This design comes from an exercise in tuning for small area and a short achievable clock period on the open sky130 flow, not from production work.
The RTL was checked by simulation tests, not by an equivalence proof against the original design.

**run.sh**
```bash
#!/bin/bash
# synth_recipe.tcl (not shown) runs the flow's synth.tcl, then flattens the netlist and writes it again
# the make line also repeats each setting of config.mk as NAME=value (left out here)
make -C /OpenROAD-flow-scripts/flow DESIGN_CONFIG=/design/flow/config.mk WORK_HOME=/design/flow/orfs CLKGATE_MAP_FILE= SYNTH_SCRIPT=/design/flow/synth_recipe.tcl finish
```
**config.mk**
```make
export PLATFORM = sky130hd
export DESIGN_NAME = rand_range_mapper
export DESIGN_NICKNAME = rand_range_mapper
export VERILOG_FILES = /design/flow/design.v
export SDC_FILE = /design/flow/constraint.sdc
export NUM_CORES = 4
export LEC_CHECK = 0
export ABC_AREA = 1
export CAP_MARGIN = 20
export CORE_MARGIN = 2
export CORE_UTILIZATION = 40
export SETUP_SLACK_MARGIN = 5
export SLEW_MARGIN = 20
```
**constraint.sdc**
```tcl
create_clock -name core_clock -period 10.0 [get_ports {clk}]
set_input_delay 2.0000 -clock core_clock [delete_from_list [all_inputs] [get_ports {clk}]]
set_output_delay 2.0000 -clock core_clock [all_outputs]
set_load 0.01 [all_outputs]
```
**design.v**
```verilog
module rand_range_mapper #(
   parameter int unsigned FIFO_DEPTH  = 16,
   parameter int unsigned ADDR_SIZE   = 4,
   parameter int unsigned RANGE_WIDTH = 16
) (
   input  logic                   clk,
   input  logic                   reset_n,
   input  logic [31:0]            rand_in,
   input  logic                   rand_in_valid,
   input  logic [RANGE_WIDTH-1:0] range_in,
   input  logic                   range_load,
   output logic                   busy,
   output logic [RANGE_WIDTH-1:0] out_data,
   output logic                   out_valid,
   input  logic                   out_ready,
   output logic [ADDR_SIZE:0]     fifo_level,
   output logic [15:0]            drop_count,
   output logic [15:0]            reject_count
);
   localparam int unsigned RamDepth = FIFO_DEPTH - 2;
   logic                   busy_q;
   logic [RANGE_WIDTH-1:0] range_q;
   logic [RANGE_WIDTH-1:0] rem_q;       
   logic [4:0]             iter_q;
   logic [RANGE_WIDTH-1:0] out_data_q;
   logic                   out_valid_q;
   logic [31:0]            ram [RamDepth];
   logic [3:0]             wr_ptr_q;
   logic [3:0]             rd_ptr_q;
   logic [ADDR_SIZE:0]     level_q;
   logic [31:0]            head_q;
   logic [31:0]            second_q;
   logic [31:0]            head_d;
   logic [31:0]            second_d;
   logic [31:0]            mul_x;
   logic                   empty;
   logic                   full;
   logic                   ge2;
   logic                   ge3;
   logic                   pop;
   logic                   push;
   logic                   ram_we;
   logic                   head_ld;
   logic                   second_ld;
   logic                   cs_en;
   logic [ADDR_SIZE:0]     level_inc;
   logic [ADDR_SIZE:0]     level_dec;
   logic [47:0] cs0_d, cs0_q;
   logic [47:0] cs1_d, cs1_q;
   logic [47:0] cs2_d, cs2_q;
   logic [47:0] cs3_d, cs3_q;
   logic [47:0] s1, c1;
   logic [47:0]            sum_s;       
   logic [47:0]            sum_c;
   logic [47:0]            prod;
   logic                   c32;
   logic [31:0]            tk;
   logic [31:0]            v_s;
   logic [32:0]            v_c;
   logic [32:0]            v_lo;
   logic [RANGE_WIDTH-1:0] result;
   logic                   accept;
   logic [RANGE_WIDTH:0]   rem_dbl;
   logic [RANGE_WIDTH-1:0] rem_next;
   always_comb begin
      level_inc = level_q + 1'b1;
      level_dec = level_q - 1'b1;
      empty     = (level_q == '0);
      full      = level_q[ADDR_SIZE];
      ge2       = (level_q[ADDR_SIZE:1] != '0);
      ge3       = ge2 && (level_q != (ADDR_SIZE+1)'(2));
      pop       = !busy_q && !range_load && !empty && (!out_valid_q || out_ready);
      push      = rand_in_valid && (!full || pop);
      ram_we    = push && (pop ? ge3 : ge2);
      head_ld   = pop || empty;
      second_ld = pop || !ge2;
      head_d    = ge2 ? second_q : rand_in;
      second_d  = ge3 ? ram[rd_ptr_q] : rand_in;
      mul_x     = (busy_q && !empty) ? head_q : head_d;
      cs_en     = busy_q || head_ld;
   end
   rrm_mul_cs u_mul (.x(mul_x), .n(range_q), .r0(cs0_d), .r1(cs1_d), .r2(cs2_d), .r3(cs3_d));
   always_comb begin
      s1     = cs0_q ^ cs1_q ^ cs2_q;
      c1     = {(cs0_q[46:0] & cs1_q[46:0]) | (cs0_q[46:0] & cs2_q[46:0]) | (cs1_q[46:0] & cs2_q[46:0]), 1'b0};
      sum_s  = s1 ^ c1 ^ cs3_q;
      sum_c  = {(s1[46:0] & c1[46:0]) | (s1[46:0] & cs3_q[46:0]) | (c1[46:0] & cs3_q[46:0]), 1'b0};
      prod   = sum_s + sum_c;
      c32    = 1'((33'(sum_s[31:0]) + 33'(sum_c[31:0])) >> 32);
      tk     = {16'hFFFF, ~rem_q};
      v_s    = sum_s[31:0] ^ sum_c[31:0] ^ tk;
      v_c    = {(sum_s[31:0] & sum_c[31:0]) | (sum_s[31:0] & tk) | (sum_c[31:0] & tk), 1'b1};
      v_lo   = 33'(v_s) + 33'(v_c[31:0]);
      accept = v_lo[32] ^ v_c[32] ^ c32;
      result = (range_q == '0) ? head_q[RANGE_WIDTH-1:0] : prod[47:32];
   end
   always_comb begin
      rem_dbl = {rem_q, 1'b0};
      if (rem_dbl >= {1'b0, range_q}) rem_next = RANGE_WIDTH'(rem_dbl - {1'b0, range_q});
      else                            rem_next = rem_dbl[RANGE_WIDTH-1:0];
   end
   always_ff @(posedge clk) begin
      if (ram_we) ram[wr_ptr_q] <= rand_in;
   end
   always_ff @(posedge clk) begin
      if (head_ld)   head_q   <= head_d;
      if (second_ld) second_q <= second_d;
      if (cs_en) begin
      cs0_q <= cs0_d;
      cs1_q <= cs1_d;
      cs2_q <= cs2_d;
      cs3_q <= cs3_d;
      end
   end
   always_ff @(posedge clk or negedge reset_n) begin
      if (!reset_n) begin
         wr_ptr_q <= '0;
         rd_ptr_q <= '0;
         level_q  <= '0;
      end else begin
         if (ram_we) wr_ptr_q <= (wr_ptr_q == 4'(RamDepth - 1)) ? 4'd0 : wr_ptr_q + 4'd1;
         if (pop && ge3) rd_ptr_q <= (rd_ptr_q == 4'(RamDepth - 1)) ? 4'd0 : rd_ptr_q + 4'd1;
         if (push != pop) level_q <= push ? level_inc : level_dec;
      end
   end
   always_ff @(posedge clk or negedge reset_n) begin
      if (!reset_n) begin
         busy_q      <= 1'b0;
         range_q     <= '0;
         rem_q       <= '0;
         iter_q      <= '0;
         out_data_q  <= '0;
         out_valid_q <= 1'b0;
      end else begin
         if (range_load) begin
            busy_q  <= 1'b1;
            range_q <= range_in;
            rem_q   <= RANGE_WIDTH'(range_in[RANGE_WIDTH-1:1] != '0);
            iter_q  <= '0;
         end else if (busy_q) begin
            rem_q  <= rem_next;
            iter_q <= iter_q + 5'd1;
            if (iter_q == 5'd31) busy_q <= 1'b0;
         end
         if (range_load) begin
            out_valid_q <= 1'b0;
         end else if (pop && accept) begin
            out_data_q  <= result;
            out_valid_q <= 1'b1;
         end else if (out_ready) begin
            out_valid_q <= 1'b0;
         end
      end
   end
   logic [15:0] drop_q;
   logic [15:0] reject_q;
   always_ff @(posedge clk or negedge reset_n) begin
      if (!reset_n) begin
         drop_q   <= '0;
         reject_q <= '0;
      end else begin
         if (rand_in_valid && !push && (drop_q != 16'hFFFF)) drop_q <= drop_q + 16'd1;
         if (pop && !accept && (reject_q != 16'hFFFF)) reject_q <= reject_q + 16'd1;
      end
   end
   assign drop_count   = drop_q;
   assign reject_count = reject_q;
   assign busy       = busy_q;
   assign out_data   = out_data_q;
   assign out_valid  = out_valid_q;
   assign fifo_level = level_q;
endmodule
module rrm_mul_cs (
   input  logic [31:0] x,
   input  logic [15:0] n,
   output logic [47:0] r0,
   output logic [47:0] r1,
   output logic [47:0] r2,
   output logic [47:0] r3
);
   wire [17:0] nn = {2'b00, n};
   wire one0 = nn[0] ^ 1'b0;
   wire two0 = (nn[1] & ~nn[0] & ~1'b0) | (~nn[1] & nn[0] & 1'b0);
   wire neg0 = nn[1];
   wire one1 = nn[2] ^ nn[1];
   wire two1 = (nn[3] & ~nn[2] & ~nn[1]) | (~nn[3] & nn[2] & nn[1]);
   wire neg1 = nn[3];
   wire one2 = nn[4] ^ nn[3];
   wire two2 = (nn[5] & ~nn[4] & ~nn[3]) | (~nn[5] & nn[4] & nn[3]);
   wire neg2 = nn[5];
   wire one3 = nn[6] ^ nn[5];
   wire two3 = (nn[7] & ~nn[6] & ~nn[5]) | (~nn[7] & nn[6] & nn[5]);
   wire neg3 = nn[7];
   wire one4 = nn[8] ^ nn[7];
   wire two4 = (nn[9] & ~nn[8] & ~nn[7]) | (~nn[9] & nn[8] & nn[7]);
   wire neg4 = nn[9];
   wire one5 = nn[10] ^ nn[9];
   wire two5 = (nn[11] & ~nn[10] & ~nn[9]) | (~nn[11] & nn[10] & nn[9]);
   wire neg5 = nn[11];
   wire one6 = nn[12] ^ nn[11];
   wire two6 = (nn[13] & ~nn[12] & ~nn[11]) | (~nn[13] & nn[12] & nn[11]);
   wire neg6 = nn[13];
   wire one7 = nn[14] ^ nn[13];
   wire two7 = (nn[15] & ~nn[14] & ~nn[13]) | (~nn[15] & nn[14] & nn[13]);
   wire neg7 = nn[15];
   wire one8 = nn[16] ^ nn[15];
   wire two8 = (nn[17] & ~nn[16] & ~nn[15]) | (~nn[17] & nn[16] & nn[15]);
   wire neg8 = nn[17];
   wire pp1 = ((x[0] & one0) | (1'b0 & two0)) ^ neg0;
   wire pp2 = ((x[1] & one0) | (x[0] & two0)) ^ neg0;
   wire pp3 = ((x[2] & one0) | (x[1] & two0)) ^ neg0;
   wire pp4 = ((x[3] & one0) | (x[2] & two0)) ^ neg0;
   wire pp5 = ((x[4] & one0) | (x[3] & two0)) ^ neg0;
   wire pp6 = ((x[5] & one0) | (x[4] & two0)) ^ neg0;
   wire pp7 = ((x[6] & one0) | (x[5] & two0)) ^ neg0;
   wire pp8 = ((x[7] & one0) | (x[6] & two0)) ^ neg0;
   wire pp9 = ((x[8] & one0) | (x[7] & two0)) ^ neg0;
   wire pp10 = ((x[9] & one0) | (x[8] & two0)) ^ neg0;
   wire pp11 = ((x[10] & one0) | (x[9] & two0)) ^ neg0;
   wire pp12 = ((x[11] & one0) | (x[10] & two0)) ^ neg0;
   wire pp13 = ((x[12] & one0) | (x[11] & two0)) ^ neg0;
   wire pp14 = ((x[13] & one0) | (x[12] & two0)) ^ neg0;
   wire pp15 = ((x[14] & one0) | (x[13] & two0)) ^ neg0;
   wire pp16 = ((x[15] & one0) | (x[14] & two0)) ^ neg0;
   wire pp17 = ((x[16] & one0) | (x[15] & two0)) ^ neg0;
   wire pp18 = ((x[17] & one0) | (x[16] & two0)) ^ neg0;
   wire pp19 = ((x[18] & one0) | (x[17] & two0)) ^ neg0;
   wire pp20 = ((x[19] & one0) | (x[18] & two0)) ^ neg0;
   wire pp21 = ((x[20] & one0) | (x[19] & two0)) ^ neg0;
   wire pp22 = ((x[21] & one0) | (x[20] & two0)) ^ neg0;
   wire pp23 = ((x[22] & one0) | (x[21] & two0)) ^ neg0;
   wire pp24 = ((x[23] & one0) | (x[22] & two0)) ^ neg0;
   wire pp25 = ((x[24] & one0) | (x[23] & two0)) ^ neg0;
   wire pp26 = ((x[25] & one0) | (x[24] & two0)) ^ neg0;
   wire pp27 = ((x[26] & one0) | (x[25] & two0)) ^ neg0;
   wire pp28 = ((x[27] & one0) | (x[26] & two0)) ^ neg0;
   wire pp29 = ((x[28] & one0) | (x[27] & two0)) ^ neg0;
   wire pp30 = ((x[29] & one0) | (x[28] & two0)) ^ neg0;
   wire pp31 = ((x[30] & one0) | (x[29] & two0)) ^ neg0;
   wire pp32 = ((x[31] & one0) | (x[30] & two0)) ^ neg0;
   wire pp33 = ((1'b0 & one0) | (x[31] & two0)) ^ neg0;
   wire sn34 = ~neg0;
   wire pp35 = ((x[0] & one1) | (1'b0 & two1)) ^ neg1;
   wire pp36 = ((x[1] & one1) | (x[0] & two1)) ^ neg1;
   wire pp37 = ((x[2] & one1) | (x[1] & two1)) ^ neg1;
   wire pp38 = ((x[3] & one1) | (x[2] & two1)) ^ neg1;
   wire pp39 = ((x[4] & one1) | (x[3] & two1)) ^ neg1;
   wire pp40 = ((x[5] & one1) | (x[4] & two1)) ^ neg1;
   wire pp41 = ((x[6] & one1) | (x[5] & two1)) ^ neg1;
   wire pp42 = ((x[7] & one1) | (x[6] & two1)) ^ neg1;
   wire pp43 = ((x[8] & one1) | (x[7] & two1)) ^ neg1;
   wire pp44 = ((x[9] & one1) | (x[8] & two1)) ^ neg1;
   wire pp45 = ((x[10] & one1) | (x[9] & two1)) ^ neg1;
   wire pp46 = ((x[11] & one1) | (x[10] & two1)) ^ neg1;
   wire pp47 = ((x[12] & one1) | (x[11] & two1)) ^ neg1;
   wire pp48 = ((x[13] & one1) | (x[12] & two1)) ^ neg1;
   wire pp49 = ((x[14] & one1) | (x[13] & two1)) ^ neg1;
   wire pp50 = ((x[15] & one1) | (x[14] & two1)) ^ neg1;
   wire pp51 = ((x[16] & one1) | (x[15] & two1)) ^ neg1;
   wire pp52 = ((x[17] & one1) | (x[16] & two1)) ^ neg1;
   wire pp53 = ((x[18] & one1) | (x[17] & two1)) ^ neg1;
   wire pp54 = ((x[19] & one1) | (x[18] & two1)) ^ neg1;
   wire pp55 = ((x[20] & one1) | (x[19] & two1)) ^ neg1;
   wire pp56 = ((x[21] & one1) | (x[20] & two1)) ^ neg1;
   wire pp57 = ((x[22] & one1) | (x[21] & two1)) ^ neg1;
   wire pp58 = ((x[23] & one1) | (x[22] & two1)) ^ neg1;
   wire pp59 = ((x[24] & one1) | (x[23] & two1)) ^ neg1;
   wire pp60 = ((x[25] & one1) | (x[24] & two1)) ^ neg1;
   wire pp61 = ((x[26] & one1) | (x[25] & two1)) ^ neg1;
   wire pp62 = ((x[27] & one1) | (x[26] & two1)) ^ neg1;
   wire pp63 = ((x[28] & one1) | (x[27] & two1)) ^ neg1;
   wire pp64 = ((x[29] & one1) | (x[28] & two1)) ^ neg1;
   wire pp65 = ((x[30] & one1) | (x[29] & two1)) ^ neg1;
   wire pp66 = ((x[31] & one1) | (x[30] & two1)) ^ neg1;
   wire pp67 = ((1'b0 & one1) | (x[31] & two1)) ^ neg1;
   wire sn68 = ~neg1;
   wire pp69 = ((x[0] & one2) | (1'b0 & two2)) ^ neg2;
   wire pp70 = ((x[1] & one2) | (x[0] & two2)) ^ neg2;
   wire pp71 = ((x[2] & one2) | (x[1] & two2)) ^ neg2;
   wire pp72 = ((x[3] & one2) | (x[2] & two2)) ^ neg2;
   wire pp73 = ((x[4] & one2) | (x[3] & two2)) ^ neg2;
   wire pp74 = ((x[5] & one2) | (x[4] & two2)) ^ neg2;
   wire pp75 = ((x[6] & one2) | (x[5] & two2)) ^ neg2;
   wire pp76 = ((x[7] & one2) | (x[6] & two2)) ^ neg2;
   wire pp77 = ((x[8] & one2) | (x[7] & two2)) ^ neg2;
   wire pp78 = ((x[9] & one2) | (x[8] & two2)) ^ neg2;
   wire pp79 = ((x[10] & one2) | (x[9] & two2)) ^ neg2;
   wire pp80 = ((x[11] & one2) | (x[10] & two2)) ^ neg2;
   wire pp81 = ((x[12] & one2) | (x[11] & two2)) ^ neg2;
   wire pp82 = ((x[13] & one2) | (x[12] & two2)) ^ neg2;
   wire pp83 = ((x[14] & one2) | (x[13] & two2)) ^ neg2;
   wire pp84 = ((x[15] & one2) | (x[14] & two2)) ^ neg2;
   wire pp85 = ((x[16] & one2) | (x[15] & two2)) ^ neg2;
   wire pp86 = ((x[17] & one2) | (x[16] & two2)) ^ neg2;
   wire pp87 = ((x[18] & one2) | (x[17] & two2)) ^ neg2;
   wire pp88 = ((x[19] & one2) | (x[18] & two2)) ^ neg2;
   wire pp89 = ((x[20] & one2) | (x[19] & two2)) ^ neg2;
   wire pp90 = ((x[21] & one2) | (x[20] & two2)) ^ neg2;
   wire pp91 = ((x[22] & one2) | (x[21] & two2)) ^ neg2;
   wire pp92 = ((x[23] & one2) | (x[22] & two2)) ^ neg2;
   wire pp93 = ((x[24] & one2) | (x[23] & two2)) ^ neg2;
   wire pp94 = ((x[25] & one2) | (x[24] & two2)) ^ neg2;
   wire pp95 = ((x[26] & one2) | (x[25] & two2)) ^ neg2;
   wire pp96 = ((x[27] & one2) | (x[26] & two2)) ^ neg2;
   wire pp97 = ((x[28] & one2) | (x[27] & two2)) ^ neg2;
   wire pp98 = ((x[29] & one2) | (x[28] & two2)) ^ neg2;
   wire pp99 = ((x[30] & one2) | (x[29] & two2)) ^ neg2;
   wire pp100 = ((x[31] & one2) | (x[30] & two2)) ^ neg2;
   wire pp101 = ((1'b0 & one2) | (x[31] & two2)) ^ neg2;
   wire sn102 = ~neg2;
   wire pp103 = ((x[0] & one3) | (1'b0 & two3)) ^ neg3;
   wire pp104 = ((x[1] & one3) | (x[0] & two3)) ^ neg3;
   wire pp105 = ((x[2] & one3) | (x[1] & two3)) ^ neg3;
   wire pp106 = ((x[3] & one3) | (x[2] & two3)) ^ neg3;
   wire pp107 = ((x[4] & one3) | (x[3] & two3)) ^ neg3;
   wire pp108 = ((x[5] & one3) | (x[4] & two3)) ^ neg3;
   wire pp109 = ((x[6] & one3) | (x[5] & two3)) ^ neg3;
   wire pp110 = ((x[7] & one3) | (x[6] & two3)) ^ neg3;
   wire pp111 = ((x[8] & one3) | (x[7] & two3)) ^ neg3;
   wire pp112 = ((x[9] & one3) | (x[8] & two3)) ^ neg3;
   wire pp113 = ((x[10] & one3) | (x[9] & two3)) ^ neg3;
   wire pp114 = ((x[11] & one3) | (x[10] & two3)) ^ neg3;
   wire pp115 = ((x[12] & one3) | (x[11] & two3)) ^ neg3;
   wire pp116 = ((x[13] & one3) | (x[12] & two3)) ^ neg3;
   wire pp117 = ((x[14] & one3) | (x[13] & two3)) ^ neg3;
   wire pp118 = ((x[15] & one3) | (x[14] & two3)) ^ neg3;
   wire pp119 = ((x[16] & one3) | (x[15] & two3)) ^ neg3;
   wire pp120 = ((x[17] & one3) | (x[16] & two3)) ^ neg3;
   wire pp121 = ((x[18] & one3) | (x[17] & two3)) ^ neg3;
   wire pp122 = ((x[19] & one3) | (x[18] & two3)) ^ neg3;
   wire pp123 = ((x[20] & one3) | (x[19] & two3)) ^ neg3;
   wire pp124 = ((x[21] & one3) | (x[20] & two3)) ^ neg3;
   wire pp125 = ((x[22] & one3) | (x[21] & two3)) ^ neg3;
   wire pp126 = ((x[23] & one3) | (x[22] & two3)) ^ neg3;
   wire pp127 = ((x[24] & one3) | (x[23] & two3)) ^ neg3;
   wire pp128 = ((x[25] & one3) | (x[24] & two3)) ^ neg3;
   wire pp129 = ((x[26] & one3) | (x[25] & two3)) ^ neg3;
   wire pp130 = ((x[27] & one3) | (x[26] & two3)) ^ neg3;
   wire pp131 = ((x[28] & one3) | (x[27] & two3)) ^ neg3;
   wire pp132 = ((x[29] & one3) | (x[28] & two3)) ^ neg3;
   wire pp133 = ((x[30] & one3) | (x[29] & two3)) ^ neg3;
   wire pp134 = ((x[31] & one3) | (x[30] & two3)) ^ neg3;
   wire pp135 = ((1'b0 & one3) | (x[31] & two3)) ^ neg3;
   wire sn136 = ~neg3;
   wire pp137 = ((x[0] & one4) | (1'b0 & two4)) ^ neg4;
   wire pp138 = ((x[1] & one4) | (x[0] & two4)) ^ neg4;
   wire pp139 = ((x[2] & one4) | (x[1] & two4)) ^ neg4;
   wire pp140 = ((x[3] & one4) | (x[2] & two4)) ^ neg4;
   wire pp141 = ((x[4] & one4) | (x[3] & two4)) ^ neg4;
   wire pp142 = ((x[5] & one4) | (x[4] & two4)) ^ neg4;
   wire pp143 = ((x[6] & one4) | (x[5] & two4)) ^ neg4;
   wire pp144 = ((x[7] & one4) | (x[6] & two4)) ^ neg4;
   wire pp145 = ((x[8] & one4) | (x[7] & two4)) ^ neg4;
   wire pp146 = ((x[9] & one4) | (x[8] & two4)) ^ neg4;
   wire pp147 = ((x[10] & one4) | (x[9] & two4)) ^ neg4;
   wire pp148 = ((x[11] & one4) | (x[10] & two4)) ^ neg4;
   wire pp149 = ((x[12] & one4) | (x[11] & two4)) ^ neg4;
   wire pp150 = ((x[13] & one4) | (x[12] & two4)) ^ neg4;
   wire pp151 = ((x[14] & one4) | (x[13] & two4)) ^ neg4;
   wire pp152 = ((x[15] & one4) | (x[14] & two4)) ^ neg4;
   wire pp153 = ((x[16] & one4) | (x[15] & two4)) ^ neg4;
   wire pp154 = ((x[17] & one4) | (x[16] & two4)) ^ neg4;
   wire pp155 = ((x[18] & one4) | (x[17] & two4)) ^ neg4;
   wire pp156 = ((x[19] & one4) | (x[18] & two4)) ^ neg4;
   wire pp157 = ((x[20] & one4) | (x[19] & two4)) ^ neg4;
   wire pp158 = ((x[21] & one4) | (x[20] & two4)) ^ neg4;
   wire pp159 = ((x[22] & one4) | (x[21] & two4)) ^ neg4;
   wire pp160 = ((x[23] & one4) | (x[22] & two4)) ^ neg4;
   wire pp161 = ((x[24] & one4) | (x[23] & two4)) ^ neg4;
   wire pp162 = ((x[25] & one4) | (x[24] & two4)) ^ neg4;
   wire pp163 = ((x[26] & one4) | (x[25] & two4)) ^ neg4;
   wire pp164 = ((x[27] & one4) | (x[26] & two4)) ^ neg4;
   wire pp165 = ((x[28] & one4) | (x[27] & two4)) ^ neg4;
   wire pp166 = ((x[29] & one4) | (x[28] & two4)) ^ neg4;
   wire pp167 = ((x[30] & one4) | (x[29] & two4)) ^ neg4;
   wire pp168 = ((x[31] & one4) | (x[30] & two4)) ^ neg4;
   wire pp169 = ((1'b0 & one4) | (x[31] & two4)) ^ neg4;
   wire sn170 = ~neg4;
   wire pp171 = ((x[0] & one5) | (1'b0 & two5)) ^ neg5;
   wire pp172 = ((x[1] & one5) | (x[0] & two5)) ^ neg5;
   wire pp173 = ((x[2] & one5) | (x[1] & two5)) ^ neg5;
   wire pp174 = ((x[3] & one5) | (x[2] & two5)) ^ neg5;
   wire pp175 = ((x[4] & one5) | (x[3] & two5)) ^ neg5;
   wire pp176 = ((x[5] & one5) | (x[4] & two5)) ^ neg5;
   wire pp177 = ((x[6] & one5) | (x[5] & two5)) ^ neg5;
   wire pp178 = ((x[7] & one5) | (x[6] & two5)) ^ neg5;
   wire pp179 = ((x[8] & one5) | (x[7] & two5)) ^ neg5;
   wire pp180 = ((x[9] & one5) | (x[8] & two5)) ^ neg5;
   wire pp181 = ((x[10] & one5) | (x[9] & two5)) ^ neg5;
   wire pp182 = ((x[11] & one5) | (x[10] & two5)) ^ neg5;
   wire pp183 = ((x[12] & one5) | (x[11] & two5)) ^ neg5;
   wire pp184 = ((x[13] & one5) | (x[12] & two5)) ^ neg5;
   wire pp185 = ((x[14] & one5) | (x[13] & two5)) ^ neg5;
   wire pp186 = ((x[15] & one5) | (x[14] & two5)) ^ neg5;
   wire pp187 = ((x[16] & one5) | (x[15] & two5)) ^ neg5;
   wire pp188 = ((x[17] & one5) | (x[16] & two5)) ^ neg5;
   wire pp189 = ((x[18] & one5) | (x[17] & two5)) ^ neg5;
   wire pp190 = ((x[19] & one5) | (x[18] & two5)) ^ neg5;
   wire pp191 = ((x[20] & one5) | (x[19] & two5)) ^ neg5;
   wire pp192 = ((x[21] & one5) | (x[20] & two5)) ^ neg5;
   wire pp193 = ((x[22] & one5) | (x[21] & two5)) ^ neg5;
   wire pp194 = ((x[23] & one5) | (x[22] & two5)) ^ neg5;
   wire pp195 = ((x[24] & one5) | (x[23] & two5)) ^ neg5;
   wire pp196 = ((x[25] & one5) | (x[24] & two5)) ^ neg5;
   wire pp197 = ((x[26] & one5) | (x[25] & two5)) ^ neg5;
   wire pp198 = ((x[27] & one5) | (x[26] & two5)) ^ neg5;
   wire pp199 = ((x[28] & one5) | (x[27] & two5)) ^ neg5;
   wire pp200 = ((x[29] & one5) | (x[28] & two5)) ^ neg5;
   wire pp201 = ((x[30] & one5) | (x[29] & two5)) ^ neg5;
   wire pp202 = ((x[31] & one5) | (x[30] & two5)) ^ neg5;
   wire pp203 = ((1'b0 & one5) | (x[31] & two5)) ^ neg5;
   wire sn204 = ~neg5;
   wire pp205 = ((x[0] & one6) | (1'b0 & two6)) ^ neg6;
   wire pp206 = ((x[1] & one6) | (x[0] & two6)) ^ neg6;
   wire pp207 = ((x[2] & one6) | (x[1] & two6)) ^ neg6;
   wire pp208 = ((x[3] & one6) | (x[2] & two6)) ^ neg6;
   wire pp209 = ((x[4] & one6) | (x[3] & two6)) ^ neg6;
   wire pp210 = ((x[5] & one6) | (x[4] & two6)) ^ neg6;
   wire pp211 = ((x[6] & one6) | (x[5] & two6)) ^ neg6;
   wire pp212 = ((x[7] & one6) | (x[6] & two6)) ^ neg6;
   wire pp213 = ((x[8] & one6) | (x[7] & two6)) ^ neg6;
   wire pp214 = ((x[9] & one6) | (x[8] & two6)) ^ neg6;
   wire pp215 = ((x[10] & one6) | (x[9] & two6)) ^ neg6;
   wire pp216 = ((x[11] & one6) | (x[10] & two6)) ^ neg6;
   wire pp217 = ((x[12] & one6) | (x[11] & two6)) ^ neg6;
   wire pp218 = ((x[13] & one6) | (x[12] & two6)) ^ neg6;
   wire pp219 = ((x[14] & one6) | (x[13] & two6)) ^ neg6;
   wire pp220 = ((x[15] & one6) | (x[14] & two6)) ^ neg6;
   wire pp221 = ((x[16] & one6) | (x[15] & two6)) ^ neg6;
   wire pp222 = ((x[17] & one6) | (x[16] & two6)) ^ neg6;
   wire pp223 = ((x[18] & one6) | (x[17] & two6)) ^ neg6;
   wire pp224 = ((x[19] & one6) | (x[18] & two6)) ^ neg6;
   wire pp225 = ((x[20] & one6) | (x[19] & two6)) ^ neg6;
   wire pp226 = ((x[21] & one6) | (x[20] & two6)) ^ neg6;
   wire pp227 = ((x[22] & one6) | (x[21] & two6)) ^ neg6;
   wire pp228 = ((x[23] & one6) | (x[22] & two6)) ^ neg6;
   wire pp229 = ((x[24] & one6) | (x[23] & two6)) ^ neg6;
   wire pp230 = ((x[25] & one6) | (x[24] & two6)) ^ neg6;
   wire pp231 = ((x[26] & one6) | (x[25] & two6)) ^ neg6;
   wire pp232 = ((x[27] & one6) | (x[26] & two6)) ^ neg6;
   wire pp233 = ((x[28] & one6) | (x[27] & two6)) ^ neg6;
   wire pp234 = ((x[29] & one6) | (x[28] & two6)) ^ neg6;
   wire pp235 = ((x[30] & one6) | (x[29] & two6)) ^ neg6;
   wire pp236 = ((x[31] & one6) | (x[30] & two6)) ^ neg6;
   wire pp237 = ((1'b0 & one6) | (x[31] & two6)) ^ neg6;
   wire sn238 = ~neg6;
   wire pp239 = ((x[0] & one7) | (1'b0 & two7)) ^ neg7;
   wire pp240 = ((x[1] & one7) | (x[0] & two7)) ^ neg7;
   wire pp241 = ((x[2] & one7) | (x[1] & two7)) ^ neg7;
   wire pp242 = ((x[3] & one7) | (x[2] & two7)) ^ neg7;
   wire pp243 = ((x[4] & one7) | (x[3] & two7)) ^ neg7;
   wire pp244 = ((x[5] & one7) | (x[4] & two7)) ^ neg7;
   wire pp245 = ((x[6] & one7) | (x[5] & two7)) ^ neg7;
   wire pp246 = ((x[7] & one7) | (x[6] & two7)) ^ neg7;
   wire pp247 = ((x[8] & one7) | (x[7] & two7)) ^ neg7;
   wire pp248 = ((x[9] & one7) | (x[8] & two7)) ^ neg7;
   wire pp249 = ((x[10] & one7) | (x[9] & two7)) ^ neg7;
   wire pp250 = ((x[11] & one7) | (x[10] & two7)) ^ neg7;
   wire pp251 = ((x[12] & one7) | (x[11] & two7)) ^ neg7;
   wire pp252 = ((x[13] & one7) | (x[12] & two7)) ^ neg7;
   wire pp253 = ((x[14] & one7) | (x[13] & two7)) ^ neg7;
   wire pp254 = ((x[15] & one7) | (x[14] & two7)) ^ neg7;
   wire pp255 = ((x[16] & one7) | (x[15] & two7)) ^ neg7;
   wire pp256 = ((x[17] & one7) | (x[16] & two7)) ^ neg7;
   wire pp257 = ((x[18] & one7) | (x[17] & two7)) ^ neg7;
   wire pp258 = ((x[19] & one7) | (x[18] & two7)) ^ neg7;
   wire pp259 = ((x[20] & one7) | (x[19] & two7)) ^ neg7;
   wire pp260 = ((x[21] & one7) | (x[20] & two7)) ^ neg7;
   wire pp261 = ((x[22] & one7) | (x[21] & two7)) ^ neg7;
   wire pp262 = ((x[23] & one7) | (x[22] & two7)) ^ neg7;
   wire pp263 = ((x[24] & one7) | (x[23] & two7)) ^ neg7;
   wire pp264 = ((x[25] & one7) | (x[24] & two7)) ^ neg7;
   wire pp265 = ((x[26] & one7) | (x[25] & two7)) ^ neg7;
   wire pp266 = ((x[27] & one7) | (x[26] & two7)) ^ neg7;
   wire pp267 = ((x[28] & one7) | (x[27] & two7)) ^ neg7;
   wire pp268 = ((x[29] & one7) | (x[28] & two7)) ^ neg7;
   wire pp269 = ((x[30] & one7) | (x[29] & two7)) ^ neg7;
   wire pp270 = ((x[31] & one7) | (x[30] & two7)) ^ neg7;
   wire pp271 = ((1'b0 & one7) | (x[31] & two7)) ^ neg7;
   wire sn272 = ~neg7;
   wire pp273 = x[0] & one8;
   wire pp274 = x[1] & one8;
   wire pp275 = x[2] & one8;
   wire pp276 = x[3] & one8;
   wire pp277 = x[4] & one8;
   wire pp278 = x[5] & one8;
   wire pp279 = x[6] & one8;
   wire pp280 = x[7] & one8;
   wire pp281 = x[8] & one8;
   wire pp282 = x[9] & one8;
   wire pp283 = x[10] & one8;
   wire pp284 = x[11] & one8;
   wire pp285 = x[12] & one8;
   wire pp286 = x[13] & one8;
   wire pp287 = x[14] & one8;
   wire pp288 = x[15] & one8;
   wire pp289 = x[16] & one8;
   wire pp290 = x[17] & one8;
   wire pp291 = x[18] & one8;
   wire pp292 = x[19] & one8;
   wire pp293 = x[20] & one8;
   wire pp294 = x[21] & one8;
   wire pp295 = x[22] & one8;
   wire pp296 = x[23] & one8;
   wire pp297 = x[24] & one8;
   wire pp298 = x[25] & one8;
   wire pp299 = x[26] & one8;
   wire pp300 = x[27] & one8;
   wire pp301 = x[28] & one8;
   wire pp302 = x[29] & one8;
   wire pp303 = x[30] & one8;
   wire pp304 = x[31] & one8;
   wire s305 = neg5 ^ pp107;
   wire c306 = neg5 & pp107;
   wire s307 = pp108 ^ pp12;
   wire c308 = pp108 & pp12;
   wire s309 = neg6 ^ pp109 ^ pp13;
   wire c310 = (neg6 & pp109) | (neg6 & pp13) | (pp109 & pp13);
   wire s311 = pp141 ^ pp173;
   wire c312 = pp141 & pp173;
   wire s313 = pp110 ^ pp14 ^ pp142;
   wire c314 = (pp110 & pp14) | (pp110 & pp142) | (pp14 & pp142);
   wire s315 = pp174 ^ pp206;
   wire c316 = pp174 & pp206;
   wire s317 = neg7 ^ pp111 ^ pp143;
   wire c318 = (neg7 & pp111) | (neg7 & pp143) | (pp111 & pp143);
   wire s319 = pp15 ^ pp175 ^ pp207;
   wire c320 = (pp15 & pp175) | (pp15 & pp207) | (pp175 & pp207);
   wire s321 = pp239 ^ pp47;
   wire c322 = pp239 & pp47;
   wire s323 = pp112 ^ pp144 ^ pp16;
   wire c324 = (pp112 & pp144) | (pp112 & pp16) | (pp144 & pp16);
   wire s325 = pp176 ^ pp208 ^ pp240;
   wire c326 = (pp176 & pp208) | (pp176 & pp240) | (pp208 & pp240);
   wire s327 = pp48 ^ pp80;
   wire c328 = pp48 & pp80;
   wire s329 = pp113 ^ pp145 ^ pp17;
   wire c330 = (pp113 & pp145) | (pp113 & pp17) | (pp145 & pp17);
   wire s331 = pp177 ^ pp209 ^ pp241;
   wire c332 = (pp177 & pp209) | (pp177 & pp241) | (pp209 & pp241);
   wire s333 = pp273 ^ pp49 ^ pp81;
   wire c334 = (pp273 & pp49) | (pp273 & pp81) | (pp49 & pp81);
   wire s335 = pp114 ^ pp146 ^ pp178;
   wire c336 = (pp114 & pp146) | (pp114 & pp178) | (pp146 & pp178);
   wire s337 = pp18 ^ pp210 ^ pp242;
   wire c338 = (pp18 & pp210) | (pp18 & pp242) | (pp210 & pp242);
   wire s339 = pp274 ^ pp50 ^ pp82;
   wire c340 = (pp274 & pp50) | (pp274 & pp82) | (pp50 & pp82);
   wire s341 = pp115 ^ pp147 ^ pp179;
   wire c342 = (pp115 & pp147) | (pp115 & pp179) | (pp147 & pp179);
   wire s343 = pp19 ^ pp211 ^ pp243;
   wire c344 = (pp19 & pp211) | (pp19 & pp243) | (pp211 & pp243);
   wire s345 = pp275 ^ pp51 ^ pp83;
   wire c346 = (pp275 & pp51) | (pp275 & pp83) | (pp51 & pp83);
   wire s347 = pp116 ^ pp148 ^ pp180;
   wire c348 = (pp116 & pp148) | (pp116 & pp180) | (pp148 & pp180);
   wire s349 = pp20 ^ pp212 ^ pp244;
   wire c350 = (pp20 & pp212) | (pp20 & pp244) | (pp212 & pp244);
   wire s351 = pp276 ^ pp52 ^ pp84;
   wire c352 = (pp276 & pp52) | (pp276 & pp84) | (pp52 & pp84);
   wire s353 = pp117 ^ pp149 ^ pp181;
   wire c354 = (pp117 & pp149) | (pp117 & pp181) | (pp149 & pp181);
   wire s355 = pp21 ^ pp213 ^ pp245;
   wire c356 = (pp21 & pp213) | (pp21 & pp245) | (pp213 & pp245);
   wire s357 = pp277 ^ pp53 ^ pp85;
   wire c358 = (pp277 & pp53) | (pp277 & pp85) | (pp53 & pp85);
   wire s359 = pp118 ^ pp150 ^ pp182;
   wire c360 = (pp118 & pp150) | (pp118 & pp182) | (pp150 & pp182);
   wire s361 = pp214 ^ pp22 ^ pp246;
   wire c362 = (pp214 & pp22) | (pp214 & pp246) | (pp22 & pp246);
   wire s363 = pp278 ^ pp54 ^ pp86;
   wire c364 = (pp278 & pp54) | (pp278 & pp86) | (pp54 & pp86);
   wire s365 = pp119 ^ pp151 ^ pp183;
   wire c366 = (pp119 & pp151) | (pp119 & pp183) | (pp151 & pp183);
   wire s367 = pp215 ^ pp23 ^ pp247;
   wire c368 = (pp215 & pp23) | (pp215 & pp247) | (pp23 & pp247);
   wire s369 = pp279 ^ pp55 ^ pp87;
   wire c370 = (pp279 & pp55) | (pp279 & pp87) | (pp55 & pp87);
   wire s371 = pp120 ^ pp152 ^ pp184;
   wire c372 = (pp120 & pp152) | (pp120 & pp184) | (pp152 & pp184);
   wire s373 = pp216 ^ pp24 ^ pp248;
   wire c374 = (pp216 & pp24) | (pp216 & pp248) | (pp24 & pp248);
   wire s375 = pp280 ^ pp56 ^ pp88;
   wire c376 = (pp280 & pp56) | (pp280 & pp88) | (pp56 & pp88);
   wire s377 = pp121 ^ pp153 ^ pp185;
   wire c378 = (pp121 & pp153) | (pp121 & pp185) | (pp153 & pp185);
   wire s379 = pp217 ^ pp249 ^ pp25;
   wire c380 = (pp217 & pp249) | (pp217 & pp25) | (pp249 & pp25);
   wire s381 = pp281 ^ pp57 ^ pp89;
   wire c382 = (pp281 & pp57) | (pp281 & pp89) | (pp57 & pp89);
   wire s383 = pp122 ^ pp154 ^ pp186;
   wire c384 = (pp122 & pp154) | (pp122 & pp186) | (pp154 & pp186);
   wire s385 = pp218 ^ pp250 ^ pp26;
   wire c386 = (pp218 & pp250) | (pp218 & pp26) | (pp250 & pp26);
   wire s387 = pp282 ^ pp58 ^ pp90;
   wire c388 = (pp282 & pp58) | (pp282 & pp90) | (pp58 & pp90);
   wire s389 = pp123 ^ pp155 ^ pp187;
   wire c390 = (pp123 & pp155) | (pp123 & pp187) | (pp155 & pp187);
   wire s391 = pp219 ^ pp251 ^ pp27;
   wire c392 = (pp219 & pp251) | (pp219 & pp27) | (pp251 & pp27);
   wire s393 = pp283 ^ pp59 ^ pp91;
   wire c394 = (pp283 & pp59) | (pp283 & pp91) | (pp59 & pp91);
   wire s395 = pp124 ^ pp156 ^ pp188;
   wire c396 = (pp124 & pp156) | (pp124 & pp188) | (pp156 & pp188);
   wire s397 = pp220 ^ pp252 ^ pp28;
   wire c398 = (pp220 & pp252) | (pp220 & pp28) | (pp252 & pp28);
   wire s399 = pp284 ^ pp60 ^ pp92;
   wire c400 = (pp284 & pp60) | (pp284 & pp92) | (pp60 & pp92);
   wire s401 = pp125 ^ pp157 ^ pp189;
   wire c402 = (pp125 & pp157) | (pp125 & pp189) | (pp157 & pp189);
   wire s403 = pp221 ^ pp253 ^ pp285;
   wire c404 = (pp221 & pp253) | (pp221 & pp285) | (pp253 & pp285);
   wire s405 = pp29 ^ pp61 ^ pp93;
   wire c406 = (pp29 & pp61) | (pp29 & pp93) | (pp61 & pp93);
   wire s407 = pp126 ^ pp158 ^ pp190;
   wire c408 = (pp126 & pp158) | (pp126 & pp190) | (pp158 & pp190);
   wire s409 = pp222 ^ pp254 ^ pp286;
   wire c410 = (pp222 & pp254) | (pp222 & pp286) | (pp254 & pp286);
   wire s411 = pp30 ^ pp62 ^ pp94;
   wire c412 = (pp30 & pp62) | (pp30 & pp94) | (pp62 & pp94);
   wire s413 = pp127 ^ pp159 ^ pp191;
   wire c414 = (pp127 & pp159) | (pp127 & pp191) | (pp159 & pp191);
   wire s415 = pp223 ^ pp255 ^ pp287;
   wire c416 = (pp223 & pp255) | (pp223 & pp287) | (pp255 & pp287);
   wire s417 = pp31 ^ pp63 ^ pp95;
   wire c418 = (pp31 & pp63) | (pp31 & pp95) | (pp63 & pp95);
   wire s419 = pp128 ^ pp160 ^ pp192;
   wire c420 = (pp128 & pp160) | (pp128 & pp192) | (pp160 & pp192);
   wire s421 = pp224 ^ pp256 ^ pp288;
   wire c422 = (pp224 & pp256) | (pp224 & pp288) | (pp256 & pp288);
   wire s423 = pp32 ^ pp64 ^ pp96;
   wire c424 = (pp32 & pp64) | (pp32 & pp96) | (pp64 & pp96);
   wire s425 = pp129 ^ pp161 ^ pp193;
   wire c426 = (pp129 & pp161) | (pp129 & pp193) | (pp161 & pp193);
   wire s427 = pp225 ^ pp257 ^ pp289;
   wire c428 = (pp225 & pp257) | (pp225 & pp289) | (pp257 & pp289);
   wire s429 = pp33 ^ pp65 ^ pp97;
   wire c430 = (pp33 & pp65) | (pp33 & pp97) | (pp65 & pp97);
   wire s431 = neg0 ^ pp130 ^ pp162;
   wire c432 = (neg0 & pp130) | (neg0 & pp162) | (pp130 & pp162);
   wire s433 = pp194 ^ pp226 ^ pp258;
   wire c434 = (pp194 & pp226) | (pp194 & pp258) | (pp226 & pp258);
   wire s435 = pp290 ^ pp66 ^ pp98;
   wire c436 = (pp290 & pp66) | (pp290 & pp98) | (pp66 & pp98);
   wire s437 = neg0 ^ pp131 ^ pp163;
   wire c438 = (neg0 & pp131) | (neg0 & pp163) | (pp131 & pp163);
   wire s439 = pp195 ^ pp227 ^ pp259;
   wire c440 = (pp195 & pp227) | (pp195 & pp259) | (pp227 & pp259);
   wire s441 = pp291 ^ pp67 ^ pp99;
   wire c442 = (pp291 & pp67) | (pp291 & pp99) | (pp67 & pp99);
   wire s443 = sn34 ^ sn68 ^ pp100;
   wire c444 = (sn34 & sn68) | (sn34 & pp100) | (sn68 & pp100);
   wire s445 = pp132 ^ pp164 ^ pp196;
   wire c446 = (pp132 & pp164) | (pp132 & pp196) | (pp164 & pp196);
   wire s447 = pp228 ^ pp260 ^ pp292;
   wire c448 = (pp228 & pp260) | (pp228 & pp292) | (pp260 & pp292);
   wire s449 = 1'b1 ^ pp101 ^ pp133;
   wire c450 = (1'b1 & pp101) | (1'b1 & pp133) | (pp101 & pp133);
   wire s451 = pp165 ^ pp197 ^ pp229;
   wire c452 = (pp165 & pp197) | (pp165 & pp229) | (pp197 & pp229);
   wire s453 = pp261 ^ pp293;
   wire c454 = pp261 & pp293;
   wire s455 = sn102 ^ pp134 ^ pp166;
   wire c456 = (sn102 & pp134) | (sn102 & pp166) | (pp134 & pp166);
   wire s457 = pp198 ^ pp230 ^ pp262;
   wire c458 = (pp198 & pp230) | (pp198 & pp262) | (pp230 & pp262);
   wire s459 = 1'b1 ^ pp135 ^ pp167;
   wire c460 = (1'b1 & pp135) | (1'b1 & pp167) | (pp135 & pp167);
   wire s461 = pp199 ^ pp231;
   wire c462 = pp199 & pp231;
   wire s463 = sn136 ^ pp168 ^ pp200;
   wire c464 = (sn136 & pp168) | (sn136 & pp200) | (pp168 & pp200);
   wire s465 = 1'b1 ^ pp169;
   wire c466 = 1'b1 & pp169;
   wire s467 = neg3 ^ pp103;
   wire c468 = neg3 & pp103;
   wire s469 = pp104 ^ pp40;
   wire c470 = pp104 & pp40;
   wire s471 = neg4 ^ pp105 ^ pp137;
   wire c472 = (neg4 & pp105) | (neg4 & pp137) | (pp105 & pp137);
   wire s473 = pp41 ^ pp73;
   wire c474 = pp41 & pp73;
   wire s475 = pp10 ^ pp106 ^ pp138;
   wire c476 = (pp10 & pp106) | (pp10 & pp138) | (pp106 & pp138);
   wire s477 = pp42 ^ pp74;
   wire c478 = pp42 & pp74;
   wire s479 = pp11 ^ pp139 ^ pp171;
   wire c480 = (pp11 & pp139) | (pp11 & pp171) | (pp139 & pp171);
   wire s481 = pp43 ^ pp75 ^ c478;
   wire c482 = (pp43 & pp75) | (pp43 & c478) | (pp75 & c478);
   wire s483 = pp140 ^ pp172 ^ pp44;
   wire c484 = (pp140 & pp172) | (pp140 & pp44) | (pp172 & pp44);
   wire s485 = pp76 ^ c306 ^ s307;
   wire c486 = (pp76 & c306) | (pp76 & s307) | (c306 & s307);
   wire s487 = pp205 ^ pp45 ^ pp77;
   wire c488 = (pp205 & pp45) | (pp205 & pp77) | (pp45 & pp77);
   wire s489 = c308 ^ s311 ^ c484;
   wire c490 = (c308 & s311) | (c308 & c484) | (s311 & c484);
   wire s491 = pp46 ^ pp78 ^ c312;
   wire c492 = (pp46 & pp78) | (pp46 & c312) | (pp78 & c312);
   wire s493 = s315 ^ c310 ^ c488;
   wire c494 = (s315 & c310) | (s315 & c488) | (c310 & c488);
   wire s495 = pp79 ^ c316 ^ s321;
   wire c496 = (pp79 & c316) | (pp79 & s321) | (c316 & s321);
   wire s497 = c314 ^ s317 ^ s319;
   wire c498 = (c314 & s317) | (c314 & s319) | (s317 & s319);
   wire s499 = c322 ^ s327 ^ c318;
   wire c500 = (c322 & s327) | (c322 & c318) | (s327 & c318);
   wire s501 = c320 ^ s323 ^ s325;
   wire c502 = (c320 & s323) | (c320 & s325) | (s323 & s325);
   wire s503 = c328 ^ c324 ^ c326;
   wire c504 = (c328 & c324) | (c328 & c326) | (c324 & c326);
   wire s505 = s329 ^ s331 ^ s333;
   wire c506 = (s329 & s331) | (s329 & s333) | (s331 & s333);
   wire s507 = c330 ^ c332 ^ c334;
   wire c508 = (c330 & c332) | (c330 & c334) | (c332 & c334);
   wire s509 = s335 ^ s337 ^ s339;
   wire c510 = (s335 & s337) | (s335 & s339) | (s337 & s339);
   wire s511 = c336 ^ c338 ^ c340;
   wire c512 = (c336 & c338) | (c336 & c340) | (c338 & c340);
   wire s513 = s341 ^ s343 ^ s345;
   wire c514 = (s341 & s343) | (s341 & s345) | (s343 & s345);
   wire s515 = c342 ^ c344 ^ c346;
   wire c516 = (c342 & c344) | (c342 & c346) | (c344 & c346);
   wire s517 = s347 ^ s349 ^ s351;
   wire c518 = (s347 & s349) | (s347 & s351) | (s349 & s351);
   wire s519 = c348 ^ c350 ^ c352;
   wire c520 = (c348 & c350) | (c348 & c352) | (c350 & c352);
   wire s521 = s353 ^ s355 ^ s357;
   wire c522 = (s353 & s355) | (s353 & s357) | (s355 & s357);
   wire s523 = c354 ^ c356 ^ c358;
   wire c524 = (c354 & c356) | (c354 & c358) | (c356 & c358);
   wire s525 = s359 ^ s361 ^ s363;
   wire c526 = (s359 & s361) | (s359 & s363) | (s361 & s363);
   wire s527 = c360 ^ c362 ^ c364;
   wire c528 = (c360 & c362) | (c360 & c364) | (c362 & c364);
   wire s529 = s365 ^ s367 ^ s369;
   wire c530 = (s365 & s367) | (s365 & s369) | (s367 & s369);
   wire s531 = c366 ^ c368 ^ c370;
   wire c532 = (c366 & c368) | (c366 & c370) | (c368 & c370);
   wire s533 = s371 ^ s373 ^ s375;
   wire c534 = (s371 & s373) | (s371 & s375) | (s373 & s375);
   wire s535 = c372 ^ c374 ^ c376;
   wire c536 = (c372 & c374) | (c372 & c376) | (c374 & c376);
   wire s537 = s377 ^ s379 ^ s381;
   wire c538 = (s377 & s379) | (s377 & s381) | (s379 & s381);
   wire s539 = c378 ^ c380 ^ c382;
   wire c540 = (c378 & c380) | (c378 & c382) | (c380 & c382);
   wire s541 = s383 ^ s385 ^ s387;
   wire c542 = (s383 & s385) | (s383 & s387) | (s385 & s387);
   wire s543 = c384 ^ c386 ^ c388;
   wire c544 = (c384 & c386) | (c384 & c388) | (c386 & c388);
   wire s545 = s389 ^ s391 ^ s393;
   wire c546 = (s389 & s391) | (s389 & s393) | (s391 & s393);
   wire s547 = c390 ^ c392 ^ c394;
   wire c548 = (c390 & c392) | (c390 & c394) | (c392 & c394);
   wire s549 = s395 ^ s397 ^ s399;
   wire c550 = (s395 & s397) | (s395 & s399) | (s397 & s399);
   wire s551 = c396 ^ c398 ^ c400;
   wire c552 = (c396 & c398) | (c396 & c400) | (c398 & c400);
   wire s553 = s401 ^ s403 ^ s405;
   wire c554 = (s401 & s403) | (s401 & s405) | (s403 & s405);
   wire s555 = c402 ^ c404 ^ c406;
   wire c556 = (c402 & c404) | (c402 & c406) | (c404 & c406);
   wire s557 = s407 ^ s409 ^ s411;
   wire c558 = (s407 & s409) | (s407 & s411) | (s409 & s411);
   wire s559 = c408 ^ c410 ^ c412;
   wire c560 = (c408 & c410) | (c408 & c412) | (c410 & c412);
   wire s561 = s413 ^ s415 ^ s417;
   wire c562 = (s413 & s415) | (s413 & s417) | (s415 & s417);
   wire s563 = c414 ^ c416 ^ c418;
   wire c564 = (c414 & c416) | (c414 & c418) | (c416 & c418);
   wire s565 = s419 ^ s421 ^ s423;
   wire c566 = (s419 & s421) | (s419 & s423) | (s421 & s423);
   wire s567 = c420 ^ c422 ^ c424;
   wire c568 = (c420 & c422) | (c420 & c424) | (c422 & c424);
   wire s569 = s425 ^ s427 ^ s429;
   wire c570 = (s425 & s427) | (s425 & s429) | (s427 & s429);
   wire s571 = c426 ^ c428 ^ c430;
   wire c572 = (c426 & c428) | (c426 & c430) | (c428 & c430);
   wire s573 = s431 ^ s433 ^ s435;
   wire c574 = (s431 & s433) | (s431 & s435) | (s433 & s435);
   wire s575 = c432 ^ c434 ^ c436;
   wire c576 = (c432 & c434) | (c432 & c436) | (c434 & c436);
   wire s577 = s437 ^ s439 ^ s441;
   wire c578 = (s437 & s439) | (s437 & s441) | (s439 & s441);
   wire s579 = c438 ^ c440 ^ c442;
   wire c580 = (c438 & c440) | (c438 & c442) | (c440 & c442);
   wire s581 = s443 ^ s445 ^ s447;
   wire c582 = (s443 & s445) | (s443 & s447) | (s445 & s447);
   wire s583 = s453 ^ c444 ^ c446;
   wire c584 = (s453 & c444) | (s453 & c446) | (c444 & c446);
   wire s585 = c448 ^ s449 ^ s451;
   wire c586 = (c448 & s449) | (c448 & s451) | (s449 & s451);
   wire s587 = pp294 ^ c454 ^ c450;
   wire c588 = (pp294 & c454) | (pp294 & c450) | (c454 & c450);
   wire s589 = c452 ^ s455 ^ s457;
   wire c590 = (c452 & s455) | (c452 & s457) | (s455 & s457);
   wire s591 = pp263 ^ pp295 ^ s461;
   wire c592 = (pp263 & pp295) | (pp263 & s461) | (pp295 & s461);
   wire s593 = c456 ^ c458 ^ s459;
   wire c594 = (c456 & c458) | (c456 & s459) | (c458 & s459);
   wire s595 = pp232 ^ pp264 ^ pp296;
   wire c596 = (pp232 & pp264) | (pp232 & pp296) | (pp264 & pp296);
   wire s597 = c462 ^ c460 ^ s463;
   wire c598 = (c462 & c460) | (c462 & s463) | (c460 & s463);
   wire s599 = pp201 ^ pp233 ^ pp265;
   wire c600 = (pp201 & pp233) | (pp201 & pp265) | (pp233 & pp265);
   wire s601 = pp297 ^ s465 ^ c464;
   wire c602 = (pp297 & s465) | (pp297 & c464) | (s465 & c464);
   wire s603 = sn170 ^ pp202 ^ pp234;
   wire c604 = (sn170 & pp202) | (sn170 & pp234) | (pp202 & pp234);
   wire s605 = pp266 ^ pp298 ^ c466;
   wire c606 = (pp266 & pp298) | (pp266 & c466) | (pp298 & c466);
   wire s607 = 1'b1 ^ pp203 ^ pp235;
   wire c608 = (1'b1 & pp203) | (1'b1 & pp235) | (pp203 & pp235);
   wire s609 = pp267 ^ pp299;
   wire c610 = pp267 & pp299;
   wire s611 = sn204 ^ pp236 ^ pp268;
   wire c612 = (sn204 & pp236) | (sn204 & pp268) | (pp236 & pp268);
   wire s613 = 1'b1 ^ pp237;
   wire c614 = 1'b1 & pp237;
   assign r0 = {sn272, 1'b1, sn238, pp269, pp300, s609, c600, c596, s595, s591, c584, c580, c576, c572, c568, c564, c560, c556, c552, c548, c544, c540, c536, c532, c528, c524, c520, c516, c512, c508, c504, c500, c496, c492, s313, s309, c480, s305, c474, pp9, pp72, pp39, pp38, neg2, pp36, neg1, pp2, neg0};
   assign r1 = {pp304, pp271, pp270, pp301, c610, c604, s603, s599, c592, c588, c586, c582, c578, c574, c570, c566, c562, c558, c554, c550, c546, c542, c538, c534, c530, c526, c522, c518, c514, c510, c506, c502, c498, s495, s491, s487, s483, c476, s477, c470, pp8, pp7, pp6, pp37, pp4, pp3, 1'b0, pp1};
   assign r2 = {1'b0, pp303, pp302, s613, c608, s607, s605, c598, c594, c590, s587, s583, s579, s575, s571, s567, s563, s559, s555, s551, s547, s543, s539, s535, s531, s527, s523, s519, s515, s511, s507, s503, s499, c494, c490, c486, c482, s479, c472, s473, c468, pp71, pp70, pp5, 1'b0, pp35, 1'b0, 1'b0};
   assign r3 = {1'b0, 1'b0, c614, c612, s611, c606, c602, s601, s597, s593, s589, s585, s581, s577, s573, s569, s565, s561, s557, s553, s549, s545, s541, s537, s533, s529, s525, s521, s517, s513, s509, s505, s501, s497, s493, s489, s485, s481, s475, s471, s469, s467, 1'b0, pp69, 1'b0, 1'b0, 1'b0, 1'b0};
endmodule
```
==> run summary <==
Synth Flop Type edfxtp_1; Clk Latency, worst-skew pair 0.69 ns; Routed WL 139000 µm; RSZ-0062 raised after global routing yes; Hold Path Class register to register; IO buf count 107; setup_tns 0 ns; Max stage delay cell, worst path clkdlybuf4s50_1; library cells used by synthesis 61; largest area contributor in the netlist edfxtp_1; fmax 0.201 GHz; crit path capture type register; via count 33300; Top Layer Used met4; share of the synthesized area in the top cell type 44.8%; GP Congestion 0.936; antenna violations before repair 0; worst setup path category input pin to register; full die area 119000 µm²; FP Rows 124; flops & latches, synth 791; clock skew 0.0451 ns; starting density of the core 40.4%; CTS tree built; EDFF count, synth 691; most frequent CP cell inv_1; Setup violations, final 0; Post-Layout Cell Count 6038; hold_ws 0.477 ns; Hold Fails Final Rpt 0; Synthesized Nets 4822; area grow syn2layout 12.6%; sequential area share after synthesis 50.2%; syn avg cell area 10.5 µm²; ant diodes 0; min Tclk post-route 4.99 ns; Worst-Margin Slew 1.29 ns; final layout net count 4881; clock sinks 791; Antenna Violating Nets Remaining 0; Die Span Y 344 µm; Setup crit start kind input pin; post-synthesis mux area share 0.0648%; hold_sp out_data_q[13]; clock tree root driver cell clkbuf_16; DR vias/cell 5.52; XOR/XNOR share of the synthesized area 5.71%; final worst slack 5.01 ns; worst slack, placed 3.88 ns; FF+latch area 23300 µm²; drt pass-1 iters 6; WL met3 10300 µm; Worst-path clk slew 0.06 ns; total number of H-tree levels 3; Die X 344 µm; routed len/inst 23.1 µm; Multi-input gate area 20300 µm²; status finished clean; Synth Area in Compound Gates 11.0%; synth top area cells edfxtp_1, fa_1, nand2_1; GRT Total Usage 23.6%; Final Slew Violations 0; Iter 0 DRT Violations 3368; Placed Cells 5857; cts bufs inserted 89; YS warnings 1; met2 wire len 66100 µm; largest net degree at the start of global routing 70; Worst EP required 10.42 ns; fin crit share 49.9%; CP Max Fanout 16; cells after synthesis 4394; vias in the first global route 33500; CP arrival 5.41 ns; Max-Cap Viols 0; I/O pins 108; area share of and/or/nand/nor cells after synthesis 12.5%; cell area after synthesis 46300 µm²; FF-to-FF Start level_q[1]; post-DP HPWL 89200 µm; DRC Markers 0; CP cell instances clkdlybuf4s50_1, o21ai_0, nand2_1, nand2_2, inv_1, a22oi_1, ha_1, inv_1, fa_1; first-pass GRT wire length 210000 µm; Worst path max stage delay 0.68 ns; number of hold buffers added after CTS 0; Adder-Cell Fraction of Synth Area 13.9%; Fillers 10500; ratio of cells with drive above 1 in the final layout 7.51%; largest family of logic cells by synthesized area adder cells; slew margin rel. 13.9%; core area 115000 µm²; Clock Path Buffers 3; WL met1 56200 µm; Post-synth ARST share 12.6%; GRT overflow 0; CP Launch Point rand_in[31]
cell families (layout without fill, tap and decap cells):
group,after synthesis,in the layout
AO/OA/AOI/OAI,837,837
flip-flops,791,791
XOR/XNOR,302,302
AND/OR/NAND/NOR,1364,1367
adder cells (fa/ha/maj),375,375
multiplexers,3,3
buffers and inverters,722,851
critical path: cells and delay by family:
family                   cells  cell delay, ns
AO/OA/AOI/OAI                2            1.17
AND/OR/NAND/NOR              2            0.50
adder cells (fa/ha/maj)      2            0.73
buffers and inverters        3            1.00
metrics by stage:
step,cell area (µm²),utilization (%)
global route,52200,45.5
detailed placement,48900,42.7
CTS,52100,45.4
finish,52200,45.5
floorplan,46400,-
global placement,48800,42.6
cells in the mapped netlist, drive strengths merged (11+ instances only):
library cell  instances
clkbuf              137
nand3b               12
a221oi               43
inv                 488
a31oi                26
o2111ai              23
o211ai               11
nor3                 36
nand3               148
a21oi               132
a22oi                22
ha                  140
nand2               709
o21ai               291
xor2                283
edfxtp              691
nor2                366
fa                  235
or2                  37
xnor2                19
o22ai               248
buf                  94
nand4                43
dfrtp               100
state kept, by name, summed over array words and instances (netlist names), 16 cells and up:
register and cells:
cs2_q 44, rem_q 16, drop_q 16, cs0_q 47, head_q 32, cs1_q 47
second_q 32, reject_q 16, ram 448, out_data_q 16, cs3_q 41, range_q 16
metal layers:
layer  global-route usage [%]  vias to the layer above
li1                         -                    15200
met1                     30.4                    16300
met2                     38.6                     1459
met3                     4.29                      337
met4                     11.2                        0
met5                        0                        -
final timing paths:
check,slack [ns],end,cells past startpoint
setup / recovery,5.01,cs3_q[38],9
hold / removal,0.48,out_data_q[13],2
setup reg to reg,5.12,cs3_q[25],11
hold reg to reg,0.48,out_data_q[13],2
max in group asynchronous,7.34,range_q[3],2
min in group asynchronous,1.32,drop_q[4],1
timing repair:
| action | 4_1_cts | 5_1_grt |
|---|---|---|
| endpoints found under the setup margin | 177 | 313 |
| resized for setup | 6 | 10 |
| buffers inserted | 12 | 1 |
| endpoints found under the hold margin | 0 | 0 |
| gates cloned | 3 | 0 |
| pin swaps | 7 | 1 |
cell type report:
| cell class | instances | area share (%) |
|---|---|---|
| well taps | 1512 | 3.63 |
| flip-flops and latches | 791 | 44.6 |
| repair buffers | 196 | 3.63 |
| multi-input cells | 2884 | 38.9 |
| inverters | 491 | 3.55 |
| clock inverters | 49 | 1.05 |
| clock buffers | 115 | 4.63 |
cell usage in the layout, fill, tap and decap left out, types with 7 or more instances in the layout:
master           synthesis  layout
o31ai_1                  7       7
o2111ai_1               23      23
dfrtp_1                100      94
clkinv_2                 0      13
a22oi_1                 22      22
or2_0                   20      20
xor2_1                 283     283
bufinv_16                0       9
nand3_1                144     142
inv_2                   14      13
nand2_2                  7      15
nor2_4                   5      22
a221oi_1                43      43
o21ai_1                 26      27
clkdlybuf4s50_1          0     106
a21oi_1                131     126
o21ai_2                 30      26
buf_6                   36       7
ha_1                   140     140
nor4_1                   8       8
nand3b_1                12      12
inv_1                  473     470
nand4_1                 42      42
buf_4                    7      75
clkinv_1                 3      21
o211ai_1                11      11
nand2_1                698     690
a31oi_1                 26      26
o22ai_1                247     247
a21o_1                   8       8
o21bai_1                 9       9
nor2_1                 357     343
xnor2_1                 19      19
or2_1                   11      11
fa_1                   235     235
edfxtp_1               691     691
o21ai_0                235     232
nor3_1                  36      36
clkbuf_16                0      91
clkbuf_1               137      19

-- afterwards: timing with drivers on the ports --
No port has a modelled driver above. Below, the same layout with a new extraction and two added sets of constraints. Step 1 sets driving cells, clkbuf_16 on the clock port and buf_2 on the other inputs (assumed; they add their load-dependent delay and slew). Step 2 adds t to the input delays and takes it off the output delays; t is the mean of the earliest and latest rising clock arrival at the registers after step 1. Input paths then give back, and output paths get back, about the clock's delay inside the block. a / b / c = no drivers / after step 1 / after step 2; a / b = the first two.
t (ns): 0.732
setup WS [ns]: 5.013 / 5.055 / 4.324
hold slack, ns: 0.477 / 0.477 / 0.477
cell pins on the clock port's net: 1
After both steps this run still meets setup and hold. For this run, drivers alone change the setup slack by +0.042 ns; drivers and shift together by -0.689 ns.
